This design comes from an exercise in tuning for small area, a short achievable clock period and few clock cycles per item on the open sky130 flow, not from production work.
RTL that was checked went through simulation tests only; none was proved equivalent to the original.
Power and IR drop assume default switching activity. The flow treats the clock pin as an ideal source, which a real chip does not have.

## job 101
// mining_job_tag_result_matcher_core
module mining_job_tag_result_matcher_core #(
  parameter int JOB_SLOTS = 128
) (
  input  logic                              clk,
  input  logic                              rst,
  input  logic                              in_valid,
  output logic                              in_ready,
  input  logic                              action,
  input  logic [31:0]                       job_version,
  input  logic                              nonce_resp,
  input  logic [31:0]                       frame_word,
  input  logic [7:0]                        frame_addr_byte,
  input  logic [7:0]                        frame_tag_byte,
  input  logic [15:0]                       frame_version,
  output logic                              out_valid,
  input  logic                              out_ready,
  output logic [mjtm_pkg::STATUS_W-1:0]     status,
  output logic [mjtm_pkg::TAG_W-1:0]        tag,
  output logic [mjtm_pkg::CHIP_W-1:0]       chip_index,
  output logic [mjtm_pkg::KIND_W-1:0]       register_kind,
  output logic [31:0]                       data_word,
  output logic [31:0]                       full_version,
  input  logic                              psel,
  input  logic                              penable,
  input  logic                              pwrite,
  input  logic [mjtm_pkg::PADDR_W-1:0]      paddr,
  input  logic [31:0]                       pwdata,
  output logic [31:0]                       prdata,
  output logic                              pready
);
Size in the first run: roughly 800 flip-flops, roughly 260 I/O pins, roughly 0.032 mm^2 of cells after synthesis.
==> flow/config.mk <==
export PLATFORM = sky130hd
export DESIGN_NAME = mining_job_tag_result_matcher_core
export DESIGN_NICKNAME = mining_job_tag_result_matcher_core
export VERILOG_FILES = /design/flow/design.v
export SDC_FILE = /design/flow/constraint.sdc
export NUM_CORES = 4
export LEC_CHECK = 0
export ABC_CLOCK_PERIOD_IN_PS = 2000
export CAP_MARGIN = 20
export CORE_MARGIN = 2
export CORE_UTILIZATION = 65
export CTS_CLUSTER_DIAMETER = 100
export CTS_CLUSTER_SIZE = 30
export SETUP_SLACK_MARGIN = 1.95
export SLEW_MARGIN = 20
export TNS_END_PERCENT = 20
==> flow/constraint.sdc <==
create_clock -name core_clock -period 4.0 [get_ports {clk}]
set_input_delay 0.8000 -clock core_clock [delete_from_list [all_inputs] [get_ports {clk}]]
set_output_delay 0.8000 -clock core_clock [all_outputs]
set_load 0.01 [all_outputs]
standard.sh (not shown) runs the stock make flow with config.mk's settings and CLKGATE_MAP_FILE= SYNTH_SCRIPT=/design/flow/synth_recipe.tcl, a recipe that flattens the netlist after the stock synthesis.
==> flow/flow/run.sh <==
#!/bin/bash
# Standard synthesis, then the standard layout with port buffers of
# sky130_fd_sc_hd__buf_2 and no dummy loads in the clock tree.
set -euo pipefail
bash standard.sh synth > synth.log 2>&1
bash standard.sh \
  "BUFFER_PORTS_ARGS=-buffer_cell sky130_fd_sc_hd__buf_2" \
  "CTS_ARGS=-sink_clustering_enable -repair_clock_nets -dont_use_dummy_load -sink_clustering_size 30 -sink_clustering_max_diameter 100" \
  finish > layout.log 2>&1
Inputs modified between job 101 and job 102:
diff --git a/flow/design.v b/flow/design.v
--- a/flow/design.v
+++ b/flow/design.v
@@ -970,26 +970,24 @@
   );
   always_ff @(posedge clk) begin
     sf    <= spacing;
     mul3  <= t_mul3;
     mul5  <= t_mul5;
     mul7  <= t_mul7;
     mul9  <= t_mul9;
     mul11 <= t_mul11;
     mul13 <= t_mul13;
     mul15 <= t_mul15;
-    sp_hold <= rst || sp_wr;
-  end
-  always_comb begin
     for (int m = 1; m < 16; m++) begin
-      mbig[m] = sf >= 9'((256 + m - 1) / m);
+      mbig[m] <= spacing >= 9'((256 + m - 1) / m);
     end
+    sp_hold <= rst || sp_wr;
   end
   logic [3:0] mlo [16];
   always_comb begin
     mlo[0]  = 4'd0;
     mlo[1]  = sf[3:0];
     mlo[2]  = {sf[2:0], 1'b0};
     mlo[3]  = lo3;
     mlo[4]  = {sf[1:0], 2'b00};
     mlo[5]  = lo5;
     mlo[6]  = {lo3[2:0], 1'b0};
==> comparison <==
Job 102 — peak per-stage delay on the critical path 50 ps lower, job 101 as reference
Diff job 101 -> job 102: total sequential power rose by about 2%; ratio of cells with drive above 1 in the final layout rose by 0.40 points.
Summary of the comparison: TritonCTS sink count is higher in job 102, relative to job 101.
Looking at via count, job 102 sits 507 above job 101.
Number of endpoints failing setup at the final stage came out exactly the same in job 102 and job 101.
Job 102 ends up with a instance count after placement with tap cells included that is 36 higher than in job 101.
Re initial core utilization: job 101 was higher than job 102.
Looking at wire length, job 102 sits about 2.8% higher than job 101 does.
Job 102: proportion of cell area occupied by multi-input gates 0.24 points below job 101
Setup slack up 6.6 ps in job 102 wrt job 101
Testbench counts of job 102, summed over its fixed seeds: cycles 3,224, items 3,200.
Function not checked in job 101: the RTL went through the layout flow alone.

-- re-timing with driven ports --
In the flow no input, the clock included, has a driving cell. The finished layouts below were timed again as built, in two steps.
Step 1: set_driving_cell puts a clkbuf_16 on clk and a buf_2 on each other input, an assumption about the parent block.
Step 2 also shifts input and output timing later by t, the mid clock arrival at the registers, as if the neighbouring blocks saw the same clock.
Slacks: ideal / step 1 / step 2; pairs: ideal / step 1.
run	t (ns)	slack for setup (ns)	clock arrival spread, ns	worst register clock-pin slew, ns
job 101	0.678	1.640 / 1.640 / 1.245	0.029 / 0.029	0.11 / 0.11
job 102	0.619	1.647 / 1.647 / 1.268	0.062 / 0.063	0.12 / 0.12
After both steps every run listed still meets setup and hold. The setup slack of job 101, which loses most, moves by 0.000 ns with the drivers and by -0.395 ns with both steps.
